Source: an optimization exercise on an open RTL-to-GDS flow (aim: a short achievable clock period and few clock cycles). Production flows keep margins and buffers that such runs may drop. Function was checked by simulation only, so behaviour that the tests miss may differ from the original. The flow treats the clock pin as an ideal source, which a real chip does not have. No activity file was given, so power comes from the tool's default toggle rates.

==> design/flow/design.v <==
`timescale 1ns/1ps
package mips_pkg;
    typedef logic [31:0] word_t;
    typedef logic [31:0] addr_t;
    typedef logic [31:0] inst_t;
    typedef logic [4:0]  reg_addr_t;
    typedef logic [4:0]  shamt_t;
    typedef enum logic [3:0] {
        ALU_ADD,
        ALU_SUB,
        ALU_AND,
        ALU_OR,
        ALU_XOR,
        ALU_SLT,
        ALU_SLL,
        ALU_SRL,
        ALU_LUI
    } alu_op_e;
    localparam addr_t RESET_PC = 32'h0000_0000;
    localparam logic [5:0] OP_SPECIAL = 6'h00;
    localparam logic [5:0] OP_BEQ     = 6'h04;
    localparam logic [5:0] OP_BNE     = 6'h05;
    localparam logic [5:0] OP_ADDIU   = 6'h09;
    localparam logic [5:0] OP_ANDI    = 6'h0c;
    localparam logic [5:0] OP_ORI     = 6'h0d;
    localparam logic [5:0] OP_LUI     = 6'h0f;
    localparam logic [5:0] OP_LW      = 6'h23;
    localparam logic [5:0] OP_SW      = 6'h2b;
    localparam logic [5:0] FUNCT_SLL  = 6'h00;
    localparam logic [5:0] FUNCT_SRL  = 6'h02;
    localparam logic [5:0] FUNCT_ADDU = 6'h21;
    localparam logic [5:0] FUNCT_SUBU = 6'h23;
    localparam logic [5:0] FUNCT_AND  = 6'h24;
    localparam logic [5:0] FUNCT_OR   = 6'h25;
    localparam logic [5:0] FUNCT_XOR  = 6'h26;
    localparam logic [5:0] FUNCT_SLT  = 6'h2a;
endpackage
`timescale 1ns/1ps
`timescale 1ns/1ps
`timescale 1ns/1ps
`timescale 1ns/1ps
`timescale 1ns/1ps
`timescale 1ns/1ps
`timescale 1ns/1ps
module mips_core (
    input  logic      clk,
    input  logic      reset_i,
    input  logic      stall_i,
    output mips_pkg::addr_t     rom_addr_o,
    input  mips_pkg::inst_t     rom_data_i,
    output logic      ram_en_o,
    output logic      ram_we_o,
    output mips_pkg::addr_t     ram_addr_o,
    output mips_pkg::word_t     ram_wdata_o,
    input  mips_pkg::word_t     ram_rdata_i,
    output logic      debug_wb_en_o,
    output mips_pkg::reg_addr_t debug_wb_addr_o,
    output mips_pkg::word_t     debug_wb_data_o,
    output mips_pkg::addr_t     debug_wb_pc_o
);
    logic [31:0] pc_q;
    logic        x_wr;         
    logic [4:0]  x_dst;
    logic [31:0] x_pc;
    logic [31:0] x_npc;        
    logic [31:0] x_a;          
    logic [31:0] x_b;          
    logic [31:0] x_ax;         
    logic [31:0] x_sd;         
    logic [31:0] x_off;        
    logic        x_la;         
    logic        x_lb;         
    logic        x_ls;         
    logic        x_sf;         
    logic        x_luse;       
    logic        x_sub;        
    logic [4:0]  x_shamt;
    logic        x_r_arith, x_r_sub, x_r_and, x_r_or, x_r_xor, x_r_slt, x_r_sll, x_r_srl;
    logic        x_is_load, x_is_store, x_beq, x_bne;
    logic        m_wb;
    logic [4:0]  m_dst;
    logic [31:0] m_pc;
    logic [31:0] m_res;
    logic [31:0] m_sd;
    logic        m_is_load;
    logic        m_is_store;
    logic        m_ram_en;
    logic        w_wb;
    logic        o_en;
    logic [4:0]  o_dst;
    logic [31:0] o_pc;
    logic [31:0] o_data;
    mips_pkg::word_t regs [1:31];
    logic [31:0] m_wdata;
    assign m_wdata = m_is_load ? ram_rdata_i : m_res;
    assign ram_en_o        = m_ram_en;
    assign ram_we_o        = m_is_store && !stall_i;
    assign ram_addr_o      = m_res;
    assign ram_wdata_o     = m_sd;
    assign debug_wb_en_o   = o_en && !stall_i;
    assign debug_wb_addr_o = o_dst;
    assign debug_wb_data_o = o_data;
    assign debug_wb_pc_o   = o_pc;
    logic w_wb_next, m_alu_next;
    assign w_wb_next  = m_wb && (w_wb || m_is_load);
    assign m_alu_next = !x_luse && x_wr && !x_is_load;
    always_ff @(posedge clk) begin
        if (reset_i) begin
            for (int i = 1; i < 32; i++) begin
                regs[i] <= '0;
            end
        end else if (m_wb) begin
            regs[m_dst] <= m_wdata;
        end
    end
    logic [5:0]  f_op, f_fn;
    logic [4:0]  f_rs, f_rt, f_rd;
    logic        f_special, f_rtype, f_shift;
    logic        f_addiu, f_andi, f_ori, f_lui, f_lw, f_sw, f_beq, f_bne;
    logic        f_uses_rs, f_uses_rt, f_wr, f_use_imm;
    logic [4:0]  f_dst;
    logic [31:0] f_imm;
    logic [31:0] f_rs_val, f_rt_val;
    logic        f_hit_a, f_hit_b;
    logic        f_sub;
    assign f_op = rom_data_i[31:26];
    assign f_fn = rom_data_i[5:0];
    assign f_rs = rom_data_i[25:21];
    assign f_rt = rom_data_i[20:16];
    assign f_rd = rom_data_i[15:11];
    assign f_special = (f_op == mips_pkg::OP_SPECIAL);
    assign f_shift   = (f_fn == mips_pkg::FUNCT_SLL) || (f_fn == mips_pkg::FUNCT_SRL);
    assign f_rtype   = f_special &&
                       (f_shift ||
                        f_fn == mips_pkg::FUNCT_ADDU || f_fn == mips_pkg::FUNCT_SUBU ||
                        f_fn == mips_pkg::FUNCT_AND  || f_fn == mips_pkg::FUNCT_OR   ||
                        f_fn == mips_pkg::FUNCT_XOR  || f_fn == mips_pkg::FUNCT_SLT);
    assign f_addiu = (f_op == mips_pkg::OP_ADDIU);
    assign f_andi  = (f_op == mips_pkg::OP_ANDI);
    assign f_ori   = (f_op == mips_pkg::OP_ORI);
    assign f_lui   = (f_op == mips_pkg::OP_LUI);
    assign f_lw    = (f_op == mips_pkg::OP_LW);
    assign f_sw    = (f_op == mips_pkg::OP_SW);
    assign f_beq   = (f_op == mips_pkg::OP_BEQ);
    assign f_bne   = (f_op == mips_pkg::OP_BNE);
    assign f_sub     = f_special &&
                       (f_fn == mips_pkg::FUNCT_SUBU || f_fn == mips_pkg::FUNCT_SLT);
    assign f_uses_rs = (f_rtype && !f_shift) || f_addiu || f_andi || f_ori || f_lw || f_sw ||
                       f_beq || f_bne;
    assign f_uses_rt = f_rtype || f_sw || f_beq || f_bne;
    assign f_use_imm = f_addiu || f_andi || f_ori || f_lui || f_lw || f_sw;
    assign f_dst     = f_rtype ? f_rd : f_rt;
    assign f_wr      = (f_rtype || f_addiu || f_andi || f_ori || f_lui || f_lw) && (f_dst != 5'd0);
    always_comb begin
        if (f_andi || f_ori)  f_imm = {16'h0000, rom_data_i[15:0]};
        else if (f_lui)       f_imm = {rom_data_i[15:0], 16'h0000};
        else                  f_imm = {{16{rom_data_i[15]}}, rom_data_i[15:0]};
    end
    function automatic logic [31:0] read_port(input logic [4:0] addr);
        logic [31:0] data;
        data = '0;
        if (addr != 5'd0) begin
            data = (m_wb && m_dst == addr) ? m_wdata : regs[addr];
        end
        read_port = data;
    endfunction
    assign f_rs_val = read_port(f_rs);
    assign f_rt_val = read_port(f_rt);
    assign f_hit_a  = x_wr && (x_dst == f_rs);
    assign f_hit_b  = x_wr && (x_dst == f_rt);
    logic [31:0] sum, arith, other, res, fwd_a, fwd_b;
    logic [31:0] gen, prp, gg, pp, ng, np, carry;
    logic        slt, taken;
    logic [31:0] tgt, pc_next;
    always_comb begin
        gen = x_ax & x_b;
        prp = x_ax ^ x_b;
        gg  = gen;
        pp  = prp;
        for (int k = 0; k < 5; k++) begin
            ng = gg;
            np = pp;
            for (int i = (1 << k); i < 32; i++) begin
                ng[i] = gg[i] | (pp[i] & gg[i - (1 << k)]);
                np[i] = pp[i] & pp[i - (1 << k)];
            end
            gg = ng;
            pp = np;
        end
        carry = {gg[30:0], 1'b0};
        sum   = prp ^ carry;
    end
    assign slt = (x_a[31] & ~x_b[31]) | (~(x_a[31] ^ x_b[31]) & ~sum[31]);
    assign arith = sum ^ {32{x_r_sub}};
    assign other = ({32{x_r_and}} & (x_a & x_b)) |
                   ({32{x_r_or}}  & (x_a | x_b)) |
                   ({32{x_r_xor}} & (x_a ^ x_b)) |
                   ({32{x_r_sll}} & (x_b << x_shamt)) |
                   ({32{x_r_srl}} & (x_b >> x_shamt));
    assign res   = ({32{x_r_arith}} & arith) | other | {31'd0, x_r_slt & slt};
    assign fwd_a = ({32{f_hit_a & x_r_arith}} & arith) |
                   ({32{f_hit_a}} & (other | {31'd0, x_r_slt & slt})) |
                   ({32{!f_hit_a}} & f_rs_val);
    assign fwd_b = ({32{f_hit_b & x_r_arith}} & arith) |
                   ({32{f_hit_b}} & (other | {31'd0, x_r_slt & slt})) |
                   ({32{!f_hit_b}} & f_rt_val);
    logic [31:0] cmp_a, cmp_b;
    assign cmp_a   = x_la ? ram_rdata_i : x_a;
    assign cmp_b   = x_lb ? ram_rdata_i : x_b;
    assign taken   = (x_beq && cmp_a == cmp_b) || (x_bne && cmp_a != cmp_b);
    assign tgt     = x_npc + x_off;
    assign pc_next = taken ? tgt : pc_q + 32'd4;
    assign rom_addr_o = pc_q;
    always_ff @(posedge clk) begin
        if (reset_i) begin
            pc_q       <= mips_pkg::RESET_PC;
            x_wr       <= 1'b0;
            x_la       <= 1'b0;
            x_lb       <= 1'b0;
            x_ls       <= 1'b0;
            x_sf       <= 1'b0;
            x_luse     <= 1'b0;
            x_is_load  <= 1'b0;
            x_is_store <= 1'b0;
            x_beq      <= 1'b0;
            x_bne      <= 1'b0;
            m_wb       <= 1'b0;
            m_is_load  <= 1'b0;
            m_is_store <= 1'b0;
            m_ram_en   <= 1'b0;
            w_wb       <= 1'b0;
            o_en       <= 1'b0;
        end else if (!stall_i) begin
            w_wb <= w_wb_next;
            o_en <= w_wb_next || m_alu_next;
            if (!x_luse) begin
                pc_q       <= pc_next;
                x_wr       <= f_wr;
                x_la       <= x_is_load && f_uses_rs && f_hit_a;
                x_lb       <= x_is_load && !f_use_imm && f_uses_rt && f_hit_b;
                x_ls       <= x_is_load && f_sw && f_hit_b;
                x_sf       <= !x_is_load && f_sw && f_hit_b;
                x_luse     <= x_is_load && !f_beq && !f_bne &&
                              ((f_uses_rs && f_hit_a) || (!f_use_imm && f_uses_rt && f_hit_b));
                x_is_load  <= f_lw;
                x_is_store <= f_sw;
                x_beq      <= f_beq;
                x_bne      <= f_bne;
                m_wb       <= x_wr;
                m_is_load  <= x_is_load;
                m_is_store <= x_is_store;
                m_ram_en   <= x_is_load || x_is_store;
            end else begin
                x_la       <= 1'b0;
                x_lb       <= 1'b0;
                x_ls       <= 1'b0;
                x_sf       <= 1'b0;
                x_luse     <= 1'b0;
                m_wb       <= 1'b0;
                m_is_load  <= 1'b0;
                m_is_store <= 1'b0;
                m_ram_en   <= 1'b0;
            end
        end
    end
    always_ff @(posedge clk) begin
        if (!stall_i) begin
            o_dst  <= w_wb_next ? m_dst   : x_dst;
            o_pc   <= w_wb_next ? m_pc    : x_pc;
            o_data <= w_wb_next ? m_wdata : res;
            if (!x_luse) begin
                x_dst   <= f_dst;
                x_pc    <= pc_q;
                x_npc   <= pc_q + 32'd4;
                x_a     <= {32{f_uses_rs}} & fwd_a;
                x_ax    <= ({32{f_uses_rs}} & fwd_a) ^ {32{f_sub}};
                x_b     <= f_use_imm ? f_imm : fwd_b;
                x_sd    <= f_rt_val;
                x_off   <= {{14{rom_data_i[15]}}, rom_data_i[15:0], 2'b00};
                x_sub   <= f_sub;
                x_shamt <= rom_data_i[10:6];
                x_r_arith <= f_addiu || f_lui || f_lw || f_sw ||
                             (f_special && (f_fn == mips_pkg::FUNCT_ADDU ||
                                            f_fn == mips_pkg::FUNCT_SUBU));
                x_r_sub <= f_special && f_fn == mips_pkg::FUNCT_SUBU;
                x_r_and <= f_andi || (f_special && f_fn == mips_pkg::FUNCT_AND);
                x_r_or  <= f_ori  || (f_special && f_fn == mips_pkg::FUNCT_OR);
                x_r_xor <= f_special && f_fn == mips_pkg::FUNCT_XOR;
                x_r_slt <= f_special && f_fn == mips_pkg::FUNCT_SLT;
                x_r_sll <= f_special && f_fn == mips_pkg::FUNCT_SLL;
                x_r_srl <= f_special && f_fn == mips_pkg::FUNCT_SRL;
                m_dst   <= x_dst;
                m_pc    <= x_pc;
                m_res   <= res;
                m_sd    <= (x_ls || x_sf) ? m_wdata : x_sd;
            end else begin
                if (x_la) x_a  <= m_wdata;
                if (x_la) x_ax <= m_wdata ^ {32{x_sub}};
                if (x_lb) x_b  <= m_wdata;
                if (x_ls) x_sd <= m_wdata;
            end
        end
    end
endmodule
==> design/flow/flow/run.sh <==
#!/bin/bash
# The standard layout with one extra step after clock tree synthesis:
# flow/post_cts.tcl moves the stall gates of the event outputs onto the
# input buffer of stall_i. The make output goes to standard.log; ORFS keeps
# each tool's own log under orfs/logs/.
set -euo pipefail
export POST_CTS_TCL="$PWD/flow/post_cts.tcl"
bash standard.sh finish > standard.log 2>&1
==> design/flow/flow/post_cts.tcl <==
# Hang the stall gate of each event output (ram_we_o, debug_wb_en_o) directly on
# the input buffer of stall_i instead of deep in the buffer tree that serves
# the pipeline's enables.
set block [ord::get_db_block]

proc my_driver_of {net} {
  foreach it [$net getITerms] {
    if {[$it isOutputSignal]} { return $it }
  }
  return ""
}

proc my_input_net {inst} {
  foreach it [$inst getITerms] {
    if {[$it isInputSignal]} { return [$it getNet] }
  }
  return "NULL"
}

proc my_output_net {inst} {
  foreach it [$inst getITerms] {
    if {[$it isOutputSignal]} { return [$it getNet] }
  }
  return "NULL"
}

set in_net [[$block findBTerm stall_i] getNet]
set ibuf [[lindex [$in_net getITerms] 0] getInst]
set root [my_output_net $ibuf]
puts "stall_i input buffer [$ibuf getName], net [$root getName]"

foreach port {ram_we_o debug_wb_en_o} {
  set onet [[$block findBTerm $port] getNet]
  set obuf [[my_driver_of $onet] getInst]
  set gnet [my_input_net $obuf]
  set gate [[my_driver_of $gnet] getInst]
  foreach it [$gate getITerms] {
    if {![$it isInputSignal]} { continue }
    set n [$it getNet]
    set depth 0
    while {$n ne "NULL" && [$n getName] ne [$root getName] && $depth < 12} {
      set d [my_driver_of $n]
      if {$d eq ""} { break }
      set di [$d getInst]
      set master [[$di getMaster] getName]
      if {![regexp {__(buf|clkbuf)_[0-9]+$} $master]} { break }
      set n [my_input_net $di]
      incr depth
    }
    if {$n ne "NULL" && [$n getName] eq [$root getName] && $depth > 0} {
      $it disconnect
      $it connect $root
      puts "moved [$gate getName]/[[$it getMTerm] getName] ($port) onto [$root getName], $depth buffers up"
    }
  }
}
==> design/flow/standard.sh <==
#!/bin/bash
# synth_recipe.tcl (not shown) runs the flow's synth.tcl, then flattens the netlist and writes it again
# the make line also repeats each setting of config.mk as NAME=value (left out here)
make -C /OpenROAD-flow-scripts/flow DESIGN_CONFIG=/design/flow/config.mk WORK_HOME=/design/flow/orfs CLKGATE_MAP_FILE= SYNTH_SCRIPT=/design/flow/synth_recipe.tcl "${@:-finish}"
==> design/flow/config.mk <==
export PLATFORM = sky130hd
export DESIGN_NAME = mips_core
export DESIGN_NICKNAME = mips_core
export VERILOG_FILES = /design/flow/design.v
export SDC_FILE = /design/flow/constraint.sdc
export NUM_CORES = 4
export LEC_CHECK = 0
export ABC_CLOCK_PERIOD_IN_PS = 2500
export CAP_MARGIN = 20
export CORE_MARGIN = 2
export CORE_UTILIZATION = 40
export PLACE_DENSITY = 0.7
export SETUP_SLACK_MARGIN = 4.55
export SLEW_MARGIN = 20
export TNS_END_PERCENT = 100
==> design/flow/constraint.sdc <==
create_clock -name core_clock -period 8.0 [get_ports {clk}]
set_input_delay 1.6000 -clock core_clock [delete_from_list [all_inputs] [get_ports {clk}]]
set_output_delay 1.6000 -clock core_clock [all_outputs]
set_load 0.01 [all_outputs]
==> flow_summary.ini, run 1 <==
[global_route]
grt_max_degree = 128
grt_overflow = 0
antenna_found_initial = 9
track_usage_pct = 29.7
grt_pass1_wl_um = 446000
grt_pass1_vias = 61200

[power]
p_clk_share_pct = 38.2
swShare_pct = 27.3
p_sw_mw = 5.35
internal-power_mw = 14.2
p_per_area_nw_per_um2 = 201
leakagePower_nw = 35.3
finalPower_mw = 19.6
pwr-share-seq_pct = 45.6
vdd_drop_max_v = 0.000166
p_comb_share_pct = 16.1

[synthesis]
synth_top_area_share_pct = 52.0
yosysWarnings = 1
yosysSeqAreaShare_pct = 53.1
ys_async_sr_fraction_pct = 0
synthAdderAreaFrac_pct = 1.98
avgSynthCellArea_um2 = 12.7
synth_edf_count = 1414
synthCells = 6439
synth_top_family_by_area = multiplexers
synth_xor_area_share_pct = 2.48
yosys.area_share.simple_pct = 10.2
synth-seq-cells = 1462
synth_top_cell_by_area = edfxtp_1
synth_mux_area_share_pct = 20.7
synthFlopType = edfxtp_1
syn-num-nets = 6634
synth.area.top_cells = edfxtp_1 (52%), mux4_2 (17%), nor2_1 (6.1%), mux2i_1 (2.6%), clkbuf_1 (2.1%)
syn_area_um2 = 81700
synth_compound_area_share_pct = 7.59
synthDistinctLibCells = 95

[sta]
worst-slew-pin-transition_ns = 1.15
timing.setup.tns_ns = 0
finalCritPeriodShare_pct = 45.2
rsz0062_at_grt = true
slew_viol_final = 0
finalHoldViolations = 0
worst_clock_skew_ns = 0.0422
min_period_ns = 3.62
slew_headroom_pct = 23.0
finalSetupViolations = 0
fmax_mhz = 276

[setup_path]
worstPathRequired_ns = 8.65
critPathLaunchType = primary input
setup.worst_path.end_class = register
cp.arrival_ns = 4.27
path_class = primary input to register
critPathMaxFanout = 6

[routing]
drc_errors = 0
ant_nets = 0
avgViaCountPerCell = 6.66
initialDrtViolationCount = 11500
wl_per_cell_um = 33.9
drt-total-wl_um = 320000
dr_total_vias = 63000
firstDrtPassIters = 7

[floorplan]
core_um2 = 203000
die_y_um = 456
die_x_um = 456
io_pins = 235
start_util_pct = 40.3
die_area_um2 = 208000
rows = 165

[placement]
portBuffers = 234
gp_congestion = 1.03
place_hpwl_um = 189000

[clocking]
cts_sinks = 1462
cts_tree = built
clk_latency_ns = 0.84
clkTransAtPathRegs_ns = 0.07

[final_layout]
final_common_cell = edfxtp_1
most-common-layout-cells = edfxtp_1 (1,414), nor2_1 (1,314), mux4_2 (621)
drive_above_1_share_pct = 26.5
top_register = regs
area_growth_pct = 19.2
nets = 6861
largest_reg_flops = 1024

[status]
status = finished clean

[run]
drv_cap = 0

[hold_path]
hp-class = register to register
[area by class of cell]
| class | instances | area (um^2) |
|---|---|---|
| diodes | 3 | 7.51 |
| clock buffers | 196 | 4100 |
| clock inverters | 78 | 1030 |
| fillers | 17200 | 105000 |
| inverters | 156 | 613 |
| multi-input cells | 4219 | 37500 |
| flip-flops and latches | 1462 | 43500 |
| well taps | 2672 | 3340 |
| repair buffers | 672 | 7340 |
[final timing paths]
path | from | cells after the start | slack [ns] | to
min reg2reg | x_pc[13]$_DFFE_PP_ | 0 | 0.45 | m_pc[13]$_DFFE_PP_
max reg2reg | x_shamt[1]$_DFFE_PP_ | 11 | 4.45 | x_a[14]$_DFFE_PP_
max | rom_data_i[21] | 10 | 4.38 | x_ax[17]$_DFFE_PP_
min | x_pc[13]$_DFFE_PP_ | 0 | 0.45 | m_pc[13]$_DFFE_PP_
[metrics by stage]
stage	setup WS, ns	area, um^2	util (%)	hold WS, ns	cells
floorplan	4.00	82600	-	0.426	6439
global placement	2.50	87000	43.0	0.430	8921
detailed placement	2.47	87100	43.0	0.432	8925
global route	4.34	97400	48.1	0.455	9456
finish	4.38	97400	48.1	0.446	9458
[critical path, cell delays in order]
cell and delay, ns:
buf_16 0.15, buf_12 0.18, buf_16 0.15, mux4_2 0.50, mux4_2 0.57, mux2i_4 0.26, nand2_1 0.09, a32o_1 0.27
a21o_1 0.20, a221oi_2 0.28
[synthesized netlist by cell type (all sizes together), types with 6 or more instances]
library cell / count
o21ai: 190
a21o: 29
a221oi: 73
ha: 126
a31oi: 15
a21oi: 255
dfxtp: 48
mux2i: 216
o221ai: 21
o31ai: 17
and3: 20
or2: 14
o21a: 22
or3: 18
o21bai: 10
o22ai: 45
mux4: 621
mux2: 66
nor4b: 6
nand2: 364
nor2: 1332
a211oi: 75
xnor2: 141
nor3: 43
o32ai: 10
o2bb2ai: 8
inv: 156
a2111oi: 10
a22oi: 13
nor2b: 22
nor3b: 11
a21boi: 7
edfxtp: 1414
o41ai: 7
o2111ai: 7
buf: 157
and2: 16
nor4: 19
clkbuf: 450
o211ai: 48
xor2: 90
nand4: 23
nand2b: 60
nand3: 50
[layer usage]
metal / vias to the layer above / GRT usage [%] / wire length [um]
li1: 24800 / - / -
met1: 31200 / 36.0 / 104000
met2: 5640 / 45.9 / 145000
met3: 1304 / 8.39 / 45800
met4: 6 / 20.9 / 25600
met5: - / 0 / 30
[power by group through the flow]
stage	Clock [mW]	Combinational (mW)	Sequential [mW]
after global routing	7.79	3.24	8.95
final	7.48	3.16	8.93
after global placement	0	2.56	9.13
after detailed placement	0	2.59	9.15
after floorplan	0	1.71	9.02
[cell families after synthesis]
logic type / after synthesis
multiplexers: 903
AND/OR/NAND/NOR: 2018
flip-flops: 1462
buffers and inverters: 763
adder cells (fa/ha/maj): 128
XOR/XNOR: 231
AO/OA/AOI/OAI: 934
Testbench counts, summed over its fixed seeds: cycles 11,013.
==> run 2, diff against run 1 <==
--- a/design/flow/config.mk
+++ b/design/flow/config.mk
@@ -9,7 +9,7 @@
 export CAP_MARGIN = 20
 export CORE_MARGIN = 2
 export CORE_UTILIZATION = 40
-export PLACE_DENSITY = 0.7
+export PLACE_DENSITY = 0.75
 export SETUP_SLACK_MARGIN = 4.55
 export SLEW_MARGIN = 20
 export TNS_END_PERCENT = 100
==> run 2 against run 1 <==
  * Critical path type unchanged
  * Flip-flop and latch count unchanged
  * Non-clock buffer count fell by 15
  * Worst hold slack gained 0.0016 ns
  * Register-to-register slack is essentially flat
  * First-iteration DRC count increased by 1.1%
  * Global-route usage fell by 0.23 points
  * Die area unchanged
  * Synthesized cell count stayed put
  * Cell area is 0.16% higher
  * Worst setup slack got worse by 0.017 ns
  * Cell count down 0.15%
  * Highest routed layer unchanged
  * Wire length increased by 0.91%
  * Still clean on timing, DRC and antenna
==> flow_summary.ini, run 2 <==
[status]
status = finished clean

[sta]
finalHoldViolations = 0
worst-slew-pin-transition_ns = 1.27
rsz0062_at_grt = true
finalCritPeriodShare_pct = 45.4
finalSetupViolations = 0
slew_headroom_pct = 14.4
fmax_mhz = 275
timing.setup.tns_ns = 0
final.setup.worst_slack_ns = 4.37
slew_viol_final = 0
holdWs_ns = 0.447
worst_clock_skew_ns = 0.0461
min_period_ns = 3.63

[global_route]
grt_pass1_vias = 62100
track_usage_pct = 29.5
grt_overflow = 0
grt_max_degree = 86
grt_pass1_wl_um = 445000
antenna_found_initial = 12

[run]
drv_cap = 0

[floorplan]
io_pins = 235
core_um2 = 203000
start_util_pct = 40.3
die_y_um = 456
die_area_um2 = 208000
rows = 165
die_x_um = 456

[routing]
wl_per_cell_um = 34.2
dr_total_vias = 64000
avgViaCountPerCell = 6.78
drc_errors = 0
ant_nets = 0
initialDrtViolationCount = 11600
drt-total-wl_um = 323000
firstDrtPassIters = 7

[synthesis]
synthCells = 6439
syn-num-nets = 6634
avgSynthCellArea_um2 = 12.7
yosysWarnings = 1
ys_async_sr_fraction_pct = 0
synth_most_common_cell = edfxtp_1
synth_top_area_share_pct = 52.0
synth_edf_count = 1414
syn_area_um2 = 81700
synth-seq-cells = 1462
synth_top_cell_by_area = edfxtp_1
synth.area.top_cells = edfxtp_1 (52%), mux4_2 (17%), nor2_1 (6.1%), mux2i_1 (2.6%), clkbuf_1 (2.1%)
yosysSeqAreaShare_pct = 53.1
synthFlopType = edfxtp_1
synth_top_cells_by_count = edfxtp_1 (1,414), nor2_1 (1,331), mux4_2 (621)
synthDistinctLibCells = 95

[power]
p_comb_share_pct = 16.7
swShare_pct = 27.3
leakagePower_nw = 35.2
pwr-share-seq_pct = 46.5
p_sw_mw = 5.26
vdd_drop_max_v = 0.000243
p_per_area_nw_per_um2 = 197
internal-power_mw = 14.0
p_clk_share_pct = 36.7
finalPower_mw = 19.2

[final_layout]
most-common-layout-cells = edfxtp_1 (1,414), nor2_1 (1,315), mux4_2 (621)
drive_above_1_share_pct = 26.5
area_growth_pct = 19.4
top_register = regs
largest_reg_flops = 1024
stdcell_count = 9444
nets = 6842
nFillCells = 16800
final_common_cell = edfxtp_1

[setup_path]
path_class = primary input to register
timing.rr.start = x_r_arith$_DFFE_PP_
cp_cell_sequence = buf_16 -> buf_12 -> buf_16 -> mux4_2 -> mux4_2 -> mux2i_4 -> nand2_1 -> a32o_1 -> a21o_1 -> a221oi_1
critPathLaunchType = primary input
critPathMaxFanout = 8
cp_slowest_cell = mux4_2
slowest_delay_ns = 0.56
worstPathRequired_ns = 8.63
reg2reg_depth = 10
cp.arrival_ns = 4.27
reg2reg_to = x_ax[19]$_DFFE_PP_
rrSetupSlack_ns = 4.44
setup.worst_path.end_class = register

[clocking]
cts_tree = built
clkTransAtPathRegs_ns = 0.06
cts_sinks = 1462
clk_latency_ns = 0.83

[placement]
post-place-ws_ns = 2.46
place_hpwl_um = 189000
portBuffers = 234
gp_congestion = 1.01
dp_cells = 8933

[hold_path]
hold_end = m_pc[8]$_DFFE_PP_
hp-class = register to register
min-delay-start = x_pc[8]$_DFFE_PP_
hold_depth = 0
==> run 2: changes by cell type in the layout (fill, tap and decap cells not counted), moves of 8 or more <==
cell	change
buf_4	-45
buf_6	+13
clkdlybuf4s50_1	+11
o21ai_1	+9
a211oi_1	-8
a211oi_2	+8
a21oi_1	-8
clkinv_1	+8
==> run 2: worst max-delay path by stage <==
stage	depth (start not counted)	to	from
after floorplan	12	x_ax[24]$_DFFE_PP_	rom_data_i[21]
after global placement	10	pc_q[27]$_SDFFE_PP0P_	ram_rdata_i[16]
after detailed placement	10	pc_q[27]$_SDFFE_PP0P_	ram_rdata_i[25]
after global routing	12	x_ax[15]$_DFFE_PP_	rom_data_i[21]
final	10	x_ax[17]$_DFFE_PP_	rom_data_i[21]
==> run 2: critical path: cells and delay by family <==
family                 cells  cell delay (ns)
AOI/OAI and AO/OA          3             0.74
buffers and inverters      3             0.45
muxes                      3             1.34
and+or+nand+nor            1             0.09
==> run 2: metal layers <==
| metal | track usage [%] | part of all wire [%] |
|---|---|---|
| met4 | 22.4 | 9.4 |
| met5 | 0 | 0.027 |
| met2 | 45.8 | 45 |
| met1 | 34.3 | 31 |
| met3 | 9.12 | 15 |
==> run 2: area by class of cell <==
class / instances / area, um^2 / area share (%)
timing repair inverter: 1 / 8.76 / 0.00898
sequential: 1462 / 43500 / 44.6
tap: 2672 / 3340 / 3.43
antenna: 3 / 7.51 / 0.00769
clock inverter: 84 / 763 / 0.782
timing repair buffer: 657 / 7500 / 7.68
inverter: 156 / 617 / 0.632
multi-input combinational: 4220 / 37800 / 38.8
clock buffer: 189 / 4030 / 4.13
==> run 2: logic make-up (layout without fill, tap and decap cells) <==
| group | Yosys count | in the layout | synth area share [%] |
|---|---|---|---|
| and+or+nand+nor | 2018 | 2024 | 10.2 |
| DFF | 1462 | 1462 | 53.1 |
| AOI/OAI and AO/OA | 934 | 934 | 7.59 |
| muxes | 903 | 903 | 20.7 |
| buffers and inverters | 763 | 1087 | 3.90 |
| xor gates and xnor gates | 231 | 231 | 2.48 |
| adders and majority gates | 128 | 128 | 1.98 |
| other | 0 | 3 | 0 |
==> run 2: metrics by stage <==
step                area (um^2)  util [%]
floorplan                 82600         -
global placement          87100      43.0
detailed placement        87100      43.0
global route              97600      48.2
finish                    97600      48.2
==> run 2: power groups by stage <==
stage / Combinational [mW] / Clock [mW] / Sequential [mW]
6_report: 3.22 / 7.06 / 8.95
5_1_grt: 3.30 / 7.31 / 8.96
3_5_place_dp: 2.62 / 0 / 9.12
3_3_place_gp: 2.59 / 0 / 9.09
2_1_floorplan: 1.71 / 0 / 9.02
==> run 3, diff against run 2 <==
--- a/design/flow/design.v
+++ b/design/flow/design.v
@@ -120,7 +120,8 @@
     logic        f_uses_rs, f_uses_rt, f_wr, f_use_imm;
     logic [4:0]  f_dst;
     logic [31:0] f_imm;
-    logic [31:0] f_rs_val, f_rt_val;
+    logic [31:0] f_rt_val, f_rs_raw, f_rt_raw;
+    logic        f_wt_a, f_wt_b;
     logic        f_hit_a, f_hit_b;
     logic        f_sub;
     assign f_op = rom_data_i[31:26];
@@ -156,16 +157,11 @@
         else if (f_lui)       f_imm = {rom_data_i[15:0], 16'h0000};
         else                  f_imm = {{16{rom_data_i[15]}}, rom_data_i[15:0]};
     end
-    function automatic logic [31:0] read_port(input logic [4:0] addr);
-        logic [31:0] data;
-        data = '0;
-        if (addr != 5'd0) begin
-            data = (m_wb && m_dst == addr) ? m_wdata : regs[addr];
-        end
-        read_port = data;
-    endfunction
-    assign f_rs_val = read_port(f_rs);
-    assign f_rt_val = read_port(f_rt);
+    assign f_rs_raw = regs[f_rs];
+    assign f_rt_raw = regs[f_rt];
+    assign f_wt_a   = m_wb && (m_dst == f_rs);
+    assign f_wt_b   = m_wb && (m_dst == f_rt);
+    assign f_rt_val = ({32{f_wt_b}} & m_wdata) | ({32{!f_wt_b && f_rt != 5'd0}} & f_rt_raw);
     assign f_hit_a  = x_wr && (x_dst == f_rs);
     assign f_hit_b  = x_wr && (x_dst == f_rt);
     logic [31:0] sum, arith, other, res, fwd_a, fwd_b;
@@ -200,10 +196,12 @@
     assign res   = ({32{x_r_arith}} & arith) | other | {31'd0, x_r_slt & slt};
     assign fwd_a = ({32{f_hit_a & x_r_arith}} & arith) |
                    ({32{f_hit_a}} & (other | {31'd0, x_r_slt & slt})) |
-                   ({32{!f_hit_a}} & f_rs_val);
+                   ({32{!f_hit_a && f_wt_a}} & m_wdata) |
+                   ({32{!f_hit_a && !f_wt_a && f_rs != 5'd0}} & f_rs_raw);
     assign fwd_b = ({32{f_hit_b & x_r_arith}} & arith) |
                    ({32{f_hit_b}} & (other | {31'd0, x_r_slt & slt})) |
-                   ({32{!f_hit_b}} & f_rt_val);
+                   ({32{!f_hit_b && f_wt_b}} & m_wdata) |
+                   ({32{!f_hit_b && !f_wt_b && f_rt != 5'd0}} & f_rt_raw);
     logic [31:0] cmp_a, cmp_b;
     assign cmp_a   = x_la ? ram_rdata_i : x_a;
     assign cmp_b   = x_lb ? ram_rdata_i : x_b;
==> design/flow/flow/run.sh (replaced) <==
#!/bin/bash
# The standard layout with two additions:
#  - flow/io.tcl (before pin placement) keeps stall_i beside ram_we_o and
#    debug_wb_en_o;
#  - flow/post_cts.tcl (after clock tree synthesis) moves the stall gates of
#    those two outputs onto the input buffer of stall_i.
# The make output goes to standard.log; ORFS keeps each tool's own log under
# orfs/logs/.
set -euo pipefail
export PRE_IO_PLACEMENT_TCL="$PWD/flow/io.tcl"
export POST_CTS_TCL="$PWD/flow/post_cts.tcl"
bash standard.sh finish > standard.log 2>&1
==> design/flow/flow/io.tcl (new file) <==
# Keep stall_i next to the two outputs it gates (ram_we_o, debug_wb_en_o), so
# that the path stall_i -> gate -> output stays short.
set_io_pin_constraint -group -order -pin_names {ram_we_o stall_i debug_wb_en_o}
--- a/design/flow/config.mk
+++ b/design/flow/config.mk
@@ -9,7 +9,7 @@
 export CAP_MARGIN = 20
 export CORE_MARGIN = 2
 export CORE_UTILIZATION = 40
-export PLACE_DENSITY = 0.75
-export SETUP_SLACK_MARGIN = 4.55
+export PLACE_DENSITY = 0.6
+export SETUP_SLACK_MARGIN = 4.7
 export SLEW_MARGIN = 20
 export TNS_END_PERCENT = 100
==> run 3 against run 2 <==
  * Worst setup slack worse by 0.11 ns
  * Global-route usage is 2.9 points higher
  * Fmax is 2.9% lower
  * Clock power is 6.9% higher
  * Die area is 0.40% lower
  * Cell area is 4.7% higher
  * Synthesized cell count is 4.9% lower
  * Critical endpoint is now x_ax[24]$_DFFE_PP_
==> flow_summary.ini, run 3 <==
[status]
status = finished clean

[setup_path]
timing.rr.start = x_b[0]$_DFFE_PP_
setup.worst_path.end_class = register
worstPathRequired_ns = 8.55
cp.arrival_ns = 4.30
path_class = register to register
critPathLaunchType = register
critPathMaxFanout = 2
worstSetupStartpoint = x_b[0]$_DFFE_PP_

[global_route]
grt_pass1_wl_um = 467000
grt_max_degree = 127
antenna_found_initial = 14
grt_overflow = 0
track_usage_pct = 32.4
grt_pass1_vias = 59200

[routing]
ant_nets = 0
met2WireLength_um = 155000
dr_total_vias = 62000
avgViaCountPerCell = 6.64
route.met3.wl_um = 42800
initialDrtViolationCount = 9601
firstDrtPassIters = 8
wl_per_cell_um = 36.7
wl_met1_um = 115000
drc_errors = 0
top_layer_used = met5
drt-total-wl_um = 343000

[clocking]
clk_latency_ns = 0.84
clkTransAtPathRegs_ns = 0.06
cts_sinks = 1462
cts_tree = built

[placement]
portBuffers = 234
place_area_um2 = 87000
place_hpwl_um = 187000
gp_congestion = 0.970

[sta]
min_period_ns = 3.75
worst-slew-pin-transition_ns = 1.09
rsz0062_at_grt = true
finalCritPeriodShare_pct = 46.8
slew_headroom_pct = 27.6
finalHoldViolations = 0
slew_viol_final = 0
fmax_mhz = 267
finalSetupViolations = 0
worst_clock_skew_ns = 0.0327
timing.setup.tns_ns = 0
holdWs_ns = 0.446

[synthesis]
yosysSeqAreaShare_pct = 53.4
synth_mux_area_share_pct = 22.6
synthCells = 6123
synth_top_cells_by_count = edfxtp_1 (1,414), nor2_1 (1,216), mux4_2 (720)
synth-seq-cells = 1462
synthAdderAreaFrac_pct = 1.99
synth_compound_area_share_pct = 6.34
synth_edf_count = 1414
synth_top_family_by_area = multiplexers
avgSynthCellArea_um2 = 13.3
yosys.area_share.simple_pct = 9.35
synth.area.top_cells = edfxtp_1 (52%), mux4_2 (20%), nor2_1 (5.6%), mux2i_1 (2.2%), ha_1 (1.9%)
synth_xor_area_share_pct = 2.71
synthDistinctLibCells = 91
synth_top_cell_by_area = edfxtp_1
syn_area_um2 = 81400
synth_most_common_cell = edfxtp_1
yosysWarnings = 1
synthFlopType = edfxtp_1
ys_async_sr_fraction_pct = 0
syn-num-nets = 6318
synth_top_area_share_pct = 52.2

[final_layout]
most-common-layout-cells = edfxtp_1 (1,414), nor2_1 (1,207), mux4_2 (720)
final_common_cell = edfxtp_1
nFillCells = 16700
drive_above_1_share_pct = 33.1
postLayoutCoreUtil_pct = 50.5
area_growth_pct = 25.5
stdcell_area_um2 = 102000
top_register = regs
largest_reg_flops = 1024
nets = 6730

[floorplan]
io_pins = 235
start_util_pct = 40.3
die_area_um2 = 207000
die_y_um = 455
core_um2 = 202000
die_x_um = 455
rows = 165

[power]
p_per_area_nw_per_um2 = 197
vdd_drop_max_v = 0.000226
leakagePower_nw = 37.4

[hold_path]
min-delay-start = x_pc[15]$_DFFE_PP_
hp-class = register to register

[run]
drv_cap = 0
==> run 3: cell types whose count changed after synthesis, sizes merged, moves of 18 or more <==
cell and delta:
a211oi -45, a21oi -18, a221oi -47, buf +34, clkbuf -49, mux2 -32
mux2i -36, mux4 +99, nand2 -58, nor2 -116, o21ai -70, o22a +20
xnor2 +37
==> run 3: layout make-up <==
cell class,instances,area [um^2],area share [%]
antenna,8,20.0,0.0196
clock buffer,185,4120,4.03
clock inverter,103,1050,1.03
inverter,146,592,0.579
multi-input combinational,3950,39400,38.6
sequential,1462,43500,42.6
tap,2672,3340,3.27
timing repair buffer,818,10100,9.91
timing repair inverter,1,5.00,0.00490
==> run 3: cell families after synthesis <==
logic type               Yosys count
multiplexers                     934
AO/OA/AOI/OAI                    774
buffers and inverters            738
adder cells (fa/ha/maj)          128
AND/OR/NAND/NOR                 1835
flip-flops                      1462
XOR/XNOR                         252
==> run 3: worst max-delay path, cell delays in order (launching register included) <==
cell	delay, ns
edfxtp_1	0.41
buf_8	0.17
ha_4	0.17
fa_2	0.35
a21o_1	0.18
a221o_1	0.37
a221o_1	0.38
o31ai_4	0.23
buf_6	0.15
nor3_2	0.05
o32a_4	0.42
o211ai_1	0.26
mux2i_1	0.22
o21ai_1	0.09
==> run 3: per-layer routing <==
metal / vias up / GRT usage [%]
li1: 24300 / -
met1: 31400 / 39.2
met2: 5026 / 50.1
met3: 1261 / 8.92
met4: 2 / 23.1
met5: - / 0
==> run 3: path summary, 6_finish.rpt <==
| path | to | slack (ns) | cells after the start |
|---|---|---|---|
| worst max register to register | x_ax[24]$_DFFE_PP_ | 4.25 | 13 |
| worst max-delay path | x_ax[24]$_DFFE_PP_ | 4.25 | 13 |
| worst min-delay path | m_pc[15]$_DFFE_PP_ | 0.45 | 0 |
| worst min register to register | m_pc[15]$_DFFE_PP_ | 0.45 | 0 |
==> run 3: through the flow <==
| step | worst slack, ns | total power, mW | std cells |
|---|---|---|---|
| after detailed placement | 2.48 | 11.9 | 8583 |
| after global placement | 2.47 | 11.8 | 8582 |
| final | 4.25 | 20.1 | 9345 |
| after floorplan | 3.87 | 10.8 | 6123 |
| after global routing | 4.19 | 20.5 | 9339 |
==> run 3: power by group <==
part | internal, mW | total (mW) | switching [mW] | leakage, nW
sequential | 8.72 | 8.93 | 0.205 | 14.9
clock | 4.25 | 7.55 | 3.30 | 2.55
combinational | 1.60 | 3.67 | 2.07 | 19.9
total | 14.6 | 20.1 | 5.57 | 37.4
Testbench counts of run 3, summed over its fixed seeds: cycles 11,013.
==> run 4, diff against run 3 <==
--- a/design/flow/design.v
+++ b/design/flow/design.v
@@ -65,7 +65,6 @@
     logic [31:0] x_npc;        
     logic [31:0] x_a;          
     logic [31:0] x_b;          
-    logic [31:0] x_ax;         
     logic [31:0] x_sd;         
     logic [31:0] x_off;        
     logic        x_la;         
@@ -73,7 +72,6 @@
     logic        x_ls;         
     logic        x_sf;         
     logic        x_luse;       
-    logic        x_sub;        
     logic [4:0]  x_shamt;
     logic        x_r_arith, x_r_sub, x_r_and, x_r_or, x_r_xor, x_r_slt, x_r_sll, x_r_srl;
     logic        x_is_load, x_is_store, x_beq, x_bne;
@@ -86,10 +84,9 @@
     logic        m_is_store;
     logic        m_ram_en;
     logic        w_wb;
-    logic        o_en;
-    logic [4:0]  o_dst;
-    logic [31:0] o_pc;
-    logic [31:0] o_data;
+    logic [4:0]  w_dst;
+    logic [31:0] w_pc;
+    logic [31:0] w_data;
     mips_pkg::word_t regs [1:31];
     logic [31:0] m_wdata;
     assign m_wdata = m_is_load ? ram_rdata_i : m_res;
@@ -97,13 +94,10 @@
     assign ram_we_o        = m_is_store && !stall_i;
     assign ram_addr_o      = m_res;
     assign ram_wdata_o     = m_sd;
-    assign debug_wb_en_o   = o_en && !stall_i;
-    assign debug_wb_addr_o = o_dst;
-    assign debug_wb_data_o = o_data;
-    assign debug_wb_pc_o   = o_pc;
-    logic w_wb_next, m_alu_next;
-    assign w_wb_next  = m_wb && (w_wb || m_is_load);
-    assign m_alu_next = !x_luse && x_wr && !x_is_load;
+    assign debug_wb_en_o   = w_wb && !stall_i;
+    assign debug_wb_addr_o = w_dst;
+    assign debug_wb_data_o = w_data;
+    assign debug_wb_pc_o   = w_pc;
     always_ff @(posedge clk) begin
         if (reset_i) begin
             for (int i = 1; i < 32; i++) begin
@@ -120,8 +114,7 @@
     logic        f_uses_rs, f_uses_rt, f_wr, f_use_imm;
     logic [4:0]  f_dst;
     logic [31:0] f_imm;
-    logic [31:0] f_rt_val, f_rs_raw, f_rt_raw;
-    logic        f_wt_a, f_wt_b;
+    logic [31:0] f_rs_val, f_rt_val;
     logic        f_hit_a, f_hit_b;
     logic        f_sub;
     assign f_op = rom_data_i[31:26];
@@ -157,37 +150,45 @@
         else if (f_lui)       f_imm = {rom_data_i[15:0], 16'h0000};
         else                  f_imm = {{16{rom_data_i[15]}}, rom_data_i[15:0]};
     end
-    assign f_rs_raw = regs[f_rs];
-    assign f_rt_raw = regs[f_rt];
-    assign f_wt_a   = m_wb && (m_dst == f_rs);
-    assign f_wt_b   = m_wb && (m_dst == f_rt);
-    assign f_rt_val = ({32{f_wt_b}} & m_wdata) | ({32{!f_wt_b && f_rt != 5'd0}} & f_rt_raw);
+    function automatic logic [31:0] read_port(input logic [4:0] addr);
+        logic [31:0] data;
+        data = '0;
+        if (addr != 5'd0) begin
+            data = (m_wb && m_dst == addr) ? m_wdata : regs[addr];
+        end
+        read_port = data;
+    endfunction
+    assign f_rs_val = read_port(f_rs);
+    assign f_rt_val = read_port(f_rt);
     assign f_hit_a  = x_wr && (x_dst == f_rs);
     assign f_hit_b  = x_wr && (x_dst == f_rt);
-    logic [31:0] sum, arith, other, res, fwd_a, fwd_b;
-    logic [31:0] gen, prp, gg, pp, ng, np, carry;
+    logic [31:0] sum, diff, arith, other, res, fwd_a, fwd_b;
     logic        slt, taken;
     logic [31:0] tgt, pc_next;
-    always_comb begin
-        gen = x_ax & x_b;
-        prp = x_ax ^ x_b;
-        gg  = gen;
-        pp  = prp;
+    function automatic logic [31:0] ks_add(input logic [31:0] x, input logic [31:0] y,
+                                           input logic cin);
+        logic [31:0] g, p, gk, pk, gn, pn;
+        g  = x & y;
+        p  = x ^ y;
+        gk = g;
+        pk = p;
+        gk[0] = g[0] | (p[0] & cin);
         for (int k = 0; k < 5; k++) begin
-            ng = gg;
-            np = pp;
+            gn = gk;
+            pn = pk;
             for (int i = (1 << k); i < 32; i++) begin
-                ng[i] = gg[i] | (pp[i] & gg[i - (1 << k)]);
-                np[i] = pp[i] & pp[i - (1 << k)];
-            end
-            gg = ng;
-            pp = np;
-        end
-        carry = {gg[30:0], 1'b0};
-        sum   = prp ^ carry;
-    end
-    assign slt = (x_a[31] & ~x_b[31]) | (~(x_a[31] ^ x_b[31]) & ~sum[31]);
-    assign arith = sum ^ {32{x_r_sub}};
+                gn[i] = gk[i] | (pk[i] & gk[i - (1 << k)]);
+                pn[i] = pk[i] & pk[i - (1 << k)];
+            end
+            gk = gn;
+            pk = pn;
+        end
+        ks_add = p ^ {gk[30:0], cin};
+    endfunction
+    assign sum  = ks_add(x_a, x_b, 1'b0);
+    assign diff = ks_add(x_a, ~x_b, 1'b1);
+    assign slt = (x_a[31] & ~x_b[31]) | (~(x_a[31] ^ x_b[31]) & diff[31]);
+    assign arith = x_r_sub ? diff : sum;
     assign other = ({32{x_r_and}} & (x_a & x_b)) |
                    ({32{x_r_or}}  & (x_a | x_b)) |
                    ({32{x_r_xor}} & (x_a ^ x_b)) |
@@ -196,16 +197,11 @@
     assign res   = ({32{x_r_arith}} & arith) | other | {31'd0, x_r_slt & slt};
     assign fwd_a = ({32{f_hit_a & x_r_arith}} & arith) |
                    ({32{f_hit_a}} & (other | {31'd0, x_r_slt & slt})) |
-                   ({32{!f_hit_a && f_wt_a}} & m_wdata) |
-                   ({32{!f_hit_a && !f_wt_a && f_rs != 5'd0}} & f_rs_raw);
+                   ({32{!f_hit_a}} & f_rs_val);
     assign fwd_b = ({32{f_hit_b & x_r_arith}} & arith) |
                    ({32{f_hit_b}} & (other | {31'd0, x_r_slt & slt})) |
-                   ({32{!f_hit_b && f_wt_b}} & m_wdata) |
-                   ({32{!f_hit_b && !f_wt_b && f_rt != 5'd0}} & f_rt_raw);
-    logic [31:0] cmp_a, cmp_b;
-    assign cmp_a   = x_la ? ram_rdata_i : x_a;
-    assign cmp_b   = x_lb ? ram_rdata_i : x_b;
-    assign taken   = (x_beq && cmp_a == cmp_b) || (x_bne && cmp_a != cmp_b);
+                   ({32{!f_hit_b}} & f_rt_val);
+    assign taken   = (x_beq && x_a == x_b) || (x_bne && x_a != x_b);
     assign tgt     = x_npc + x_off;
     assign pc_next = taken ? tgt : pc_q + 32'd4;
     assign rom_addr_o = pc_q;
@@ -227,10 +223,8 @@
             m_is_store <= 1'b0;
             m_ram_en   <= 1'b0;
             w_wb       <= 1'b0;
-            o_en       <= 1'b0;
         end else if (!stall_i) begin
-            w_wb <= w_wb_next;
-            o_en <= w_wb_next || m_alu_next;
+            w_wb <= m_wb;
             if (!x_luse) begin
                 pc_q       <= pc_next;
                 x_wr       <= f_wr;
@@ -238,8 +232,8 @@
                 x_lb       <= x_is_load && !f_use_imm && f_uses_rt && f_hit_b;
                 x_ls       <= x_is_load && f_sw && f_hit_b;
                 x_sf       <= !x_is_load && f_sw && f_hit_b;
-                x_luse     <= x_is_load && !f_beq && !f_bne &&
-                              ((f_uses_rs && f_hit_a) || (!f_use_imm && f_uses_rt && f_hit_b));
+                x_luse     <= x_is_load && ((f_uses_rs && f_hit_a) ||
+                                            (!f_use_imm && f_uses_rt && f_hit_b));
                 x_is_load  <= f_lw;
                 x_is_store <= f_sw;
                 x_beq      <= f_beq;
@@ -263,19 +257,17 @@
     end
     always_ff @(posedge clk) begin
         if (!stall_i) begin
-            o_dst  <= w_wb_next ? m_dst   : x_dst;
-            o_pc   <= w_wb_next ? m_pc    : x_pc;
-            o_data <= w_wb_next ? m_wdata : res;
+            w_dst  <= m_dst;
+            w_pc   <= m_pc;
+            w_data <= m_wdata;
             if (!x_luse) begin
                 x_dst   <= f_dst;
                 x_pc    <= pc_q;
                 x_npc   <= pc_q + 32'd4;
                 x_a     <= {32{f_uses_rs}} & fwd_a;
-                x_ax    <= ({32{f_uses_rs}} & fwd_a) ^ {32{f_sub}};
                 x_b     <= f_use_imm ? f_imm : fwd_b;
                 x_sd    <= f_rt_val;
                 x_off   <= {{14{rom_data_i[15]}}, rom_data_i[15:0], 2'b00};
-                x_sub   <= f_sub;
                 x_shamt <= rom_data_i[10:6];
                 x_r_arith <= f_addiu || f_lui || f_lw || f_sw ||
                              (f_special && (f_fn == mips_pkg::FUNCT_ADDU ||
@@ -293,7 +285,6 @@
                 m_sd    <= (x_ls || x_sf) ? m_wdata : x_sd;
             end else begin
                 if (x_la) x_a  <= m_wdata;
-                if (x_la) x_ax <= m_wdata ^ {32{x_sub}};
                 if (x_lb) x_b  <= m_wdata;
                 if (x_ls) x_sd <= m_wdata;
             end
==> design/flow/flow/run.sh (replaced) <==
#!/bin/bash
# The standard layout, with two changes:
#  - synthesis leaves adders to ABC (ADDER_MAP_FILE empty: no full/half adder
#    cells), which keeps the Kogge-Stone adders of the ALU as log-depth logic;
#    the registers are those of the standard synthesis;
#  - flow/post_cts.tcl moves the stall gates of the event outputs onto the
#    input buffer of stall_i after clock tree synthesis.
# The make output goes to standard.log; ORFS keeps each tool's own log under
# orfs/logs/.
set -euo pipefail
export POST_CTS_TCL="$PWD/flow/post_cts.tcl"
bash standard.sh finish ADDER_MAP_FILE= > standard.log 2>&1
removed: design/flow/flow/io.tcl
==> run 4 against run 3 <==
  * Highest routed layer unchanged
  * Global-route usage fell by 1.1 points
  * Sequential power fell by 2.6%
  * Fmax rose by 2.4%
  * Cell area fell by 4.8%
==> flow_summary.ini, run 4 <==
[final_layout]
multi_input_area_um2 = 36300
top_register = regs
most-common-layout-cells = edfxtp_1 (1,381), nor2_1 (1,260), mux4_2 (602)
nFillCells = 16300
drive_above_1_share_pct = 31.6
final_common_cell = edfxtp_1
nets = 6668
largest_reg_flops = 1024
regArea_um2 = 42500
area_growth_pct = 24.9

[floorplan]
die_x_um = 445
die_y_um = 445
io_pins = 235
rows = 161
die_area_um2 = 198000
start_util_pct = 40.4
core_um2 = 193000

[routing]
initialDrtViolationCount = 9490
wl_per_cell_um = 34.5
drt-total-wl_um = 319000
dr_total_vias = 61100
drc_errors = 0
firstDrtPassIters = 10
avgViaCountPerCell = 6.61
ant_nets = 0

[setup_path]
reg2reg_to = x_a[0]$_DFFE_PP_
timing.rr.start = x_b[0]$_DFFE_PP_
reg2reg_depth = 12
critPathLaunchType = register
critPathMaxFanout = 4
setup.worst_path.end_class = register
path_class = register to register
worstPathRequired_ns = 8.55
rrSetupSlack_ns = 4.34
worstSetupStartpoint = x_b[0]$_DFFE_PP_
cp.arrival_ns = 4.21

[clocking]
clk_latency_ns = 0.85
clkTransAtPathRegs_ns = 0.06
cts_tree = built
cts_sinks = 1428

[synthesis]
ys_async_sr_fraction_pct = 0
synthAdderAreaFrac_pct = 0.476
synth_top_area_share_pct = 53.2
synthDistinctLibCells = 99
yosysWarnings = 1
synth_xor_area_share_pct = 1.81
yosys.area_share.simple_pct = 10.5
synth_most_common_cell = edfxtp_1
synth_edf_count = 1381
synth_top_cells_by_count = edfxtp_1 (1,381), nor2_1 (1,287), mux4_2 (602)
syn-num-nets = 6202
avgSynthCellArea_um2 = 12.7
synth-seq-cells = 1428
synthFlopType = edfxtp_1
synth_mux_area_share_pct = 20.6
synth_compound_area_share_pct = 8.50
syn_area_um2 = 77900
synth_top_family_by_area = multiplexers
synth_top_cell_by_area = edfxtp_1
synth.area.top_cells = edfxtp_1 (53%), mux4_2 (17%), nor2_1 (6.2%), mux2i_1 (2.5%), clkbuf_1 (2.1%)
yosysSeqAreaShare_pct = 54.5
synthCells = 6135

[status]
status = finished clean

[global_route]
grt_overflow = 0
grt_pass1_vias = 58400
grt_max_degree = 83
track_usage_pct = 31.2
antenna_found_initial = 15
grt_pass1_wl_um = 440000

[placement]
post-place-ws_ns = 2.59
place_hpwl_um = 183000
portBuffers = 234
gp_congestion = 0.944

[sta]
finalSetupViolations = 0
worst-slew-pin-transition_ns = 1.27
min_period_ns = 3.66
rsz0062_at_grt = true
finalHoldViolations = 0
finalCritPeriodShare_pct = 45.7
worst_clock_skew_ns = 0.0528
slew_viol_final = 0
final.setup.worst_slack_ns = 4.34
holdWs_ns = 0.410
fmax_mhz = 273
slew_headroom_pct = 15.4
timing.setup.tns_ns = 0

[power]
vdd_drop_max_v = 0.000147
p_comb_share_pct = 18.1
swShare_pct = 27.8
p_per_area_nw_per_um2 = 198
finalPower_mw = 19.2
internal-power_mw = 13.9
leakagePower_nw = 35.0
p_sw_mw = 5.35
pwr-share-seq_pct = 45.3
p_clk_share_pct = 36.6

[hold_path]
hold_end = w_pc[8]$_DFFE_PN_
min-delay-start = m_pc[8]$_DFFE_PP_
hp-class = register to register
hold_depth = 0

[run]
drv_cap = 0
==> run 4: critical path: stages (launching register included) <==
cell and delay, ns:
edfxtp_1 0.51, nor2b_4 0.18, maj3_2 0.35, o22ai_4 0.22, buf_12 0.15, o311ai_4 0.17, o2111ai_2 0.26, nand4b_4 0.17
a21oi_2 0.22, nor3_2 0.08, maj3_2 0.41, a311o_2 0.47, a21o_1 0.19
==> run 4: logic make-up (layout without fill, tap and decap cells) <==
kind of cell,count (synthesis),after routing
fa+ha+maj,36,36
xor+xnor,157,157
flops,1428,1428
simple gates,1948,1954
other cells,0,5
compound gates,1016,1016
buf+inv,705,1277
mux,845,849
==> run 4: final cells by class <==
type                       count  area share [%]
antenna                        5          0.0129
tap                         2526            3.25
sequential                  1428            43.7
timing repair inverter         3          0.0232
timing repair buffer         903            10.4
clock buffer                 200            4.20
multi-input combinational   4012            37.3
inverter                     101           0.423
clock inverter                70           0.730
==> run 4: worst max-delay path by stage <==
stage	endpoint	slack, ns
floorplan	x_a[19]$_DFFE_PP_	4.06
finish	x_a[0]$_DFFE_PP_	4.34
global route	x_a[28]$_DFFE_PP_	4.32
detailed placement	x_luse$_SDFFE_PP0N_	2.59
global placement	x_b[13]$_DFFE_PP_	2.52
==> run 4: metrics by stage <==
| stage | util [%] | cell area (um^2) | instances |
|---|---|---|---|
| floorplan | - | 79200 | 6135 |
| global placement | 43.1 | 83200 | 8473 |
| detailed placement | 43.1 | 83200 | 8473 |
| global route | 50.4 | 97200 | 9243 |
| finish | 50.4 | 97200 | 9248 |
==> run 4: power groups by stage <==
stage	clock [mW]	combinational (mW)	sequential, mW
6_report	7.02	3.49	8.70
2_1_floorplan	0	1.71	8.78
3_5_place_dp	0	2.58	8.91
3_3_place_gp	0	2.57	8.90
5_1_grt	7.33	3.57	8.72
==> run 4: layer usage <==
metal  vias to the layer above  routed length (um)  global-route usage [%]
met2                      4795              146000                    48.8
met1                     30900              109000                    38.8
met3                      1062               39800                    8.36
li1                      24400                   -                       -
met5                         -                 125                       0
met4                        20               24400                    19.2
Testbench counts of run 4, summed over its fixed seeds: cycles 11,063.

[separate check: timing with driven ports]
How much do the figures lean on ideal ports? The routed layouts below were timed once more, with nothing changed but the port constraints.
Step 1 (the two cells are an assumption about what drives the block):
set clk [get_ports {clk}]
set_driving_cell -lib_cell sky130_fd_sc_hd__clkbuf_16 $clk
set_driving_cell -lib_cell sky130_fd_sc_hd__buf_2 [delete_from_list [all_inputs] $clk]
Step 2 adds t to the input delays and takes it off the output delays; t is the mean of the earliest and latest rising clock arrival at the registers after step 1. Input paths then give back, and output paths get back, about the clock's delay inside the block.
Slacks: ideal / step 1 / step 2; pairs: ideal / step 1.
run | t (ns) | slack for setup (ns) | cell pins on the clock port's net
run 1 | 0.908 | 4.382 / 4.114 / 3.206 | 1
run 2 | 0.899 | 4.365 / 4.008 / 3.109 | 1
run 3 | 0.911 | 4.255 / 3.889 / 2.978 | 1
run 4 | 0.903 | 4.343 / 4.133 / 3.230 | 1
After both steps setup and hold are still met in every run listed. For run 3, which loses most, drivers alone change the setup slack by -0.366 ns; drivers and shift together by -1.277 ns.
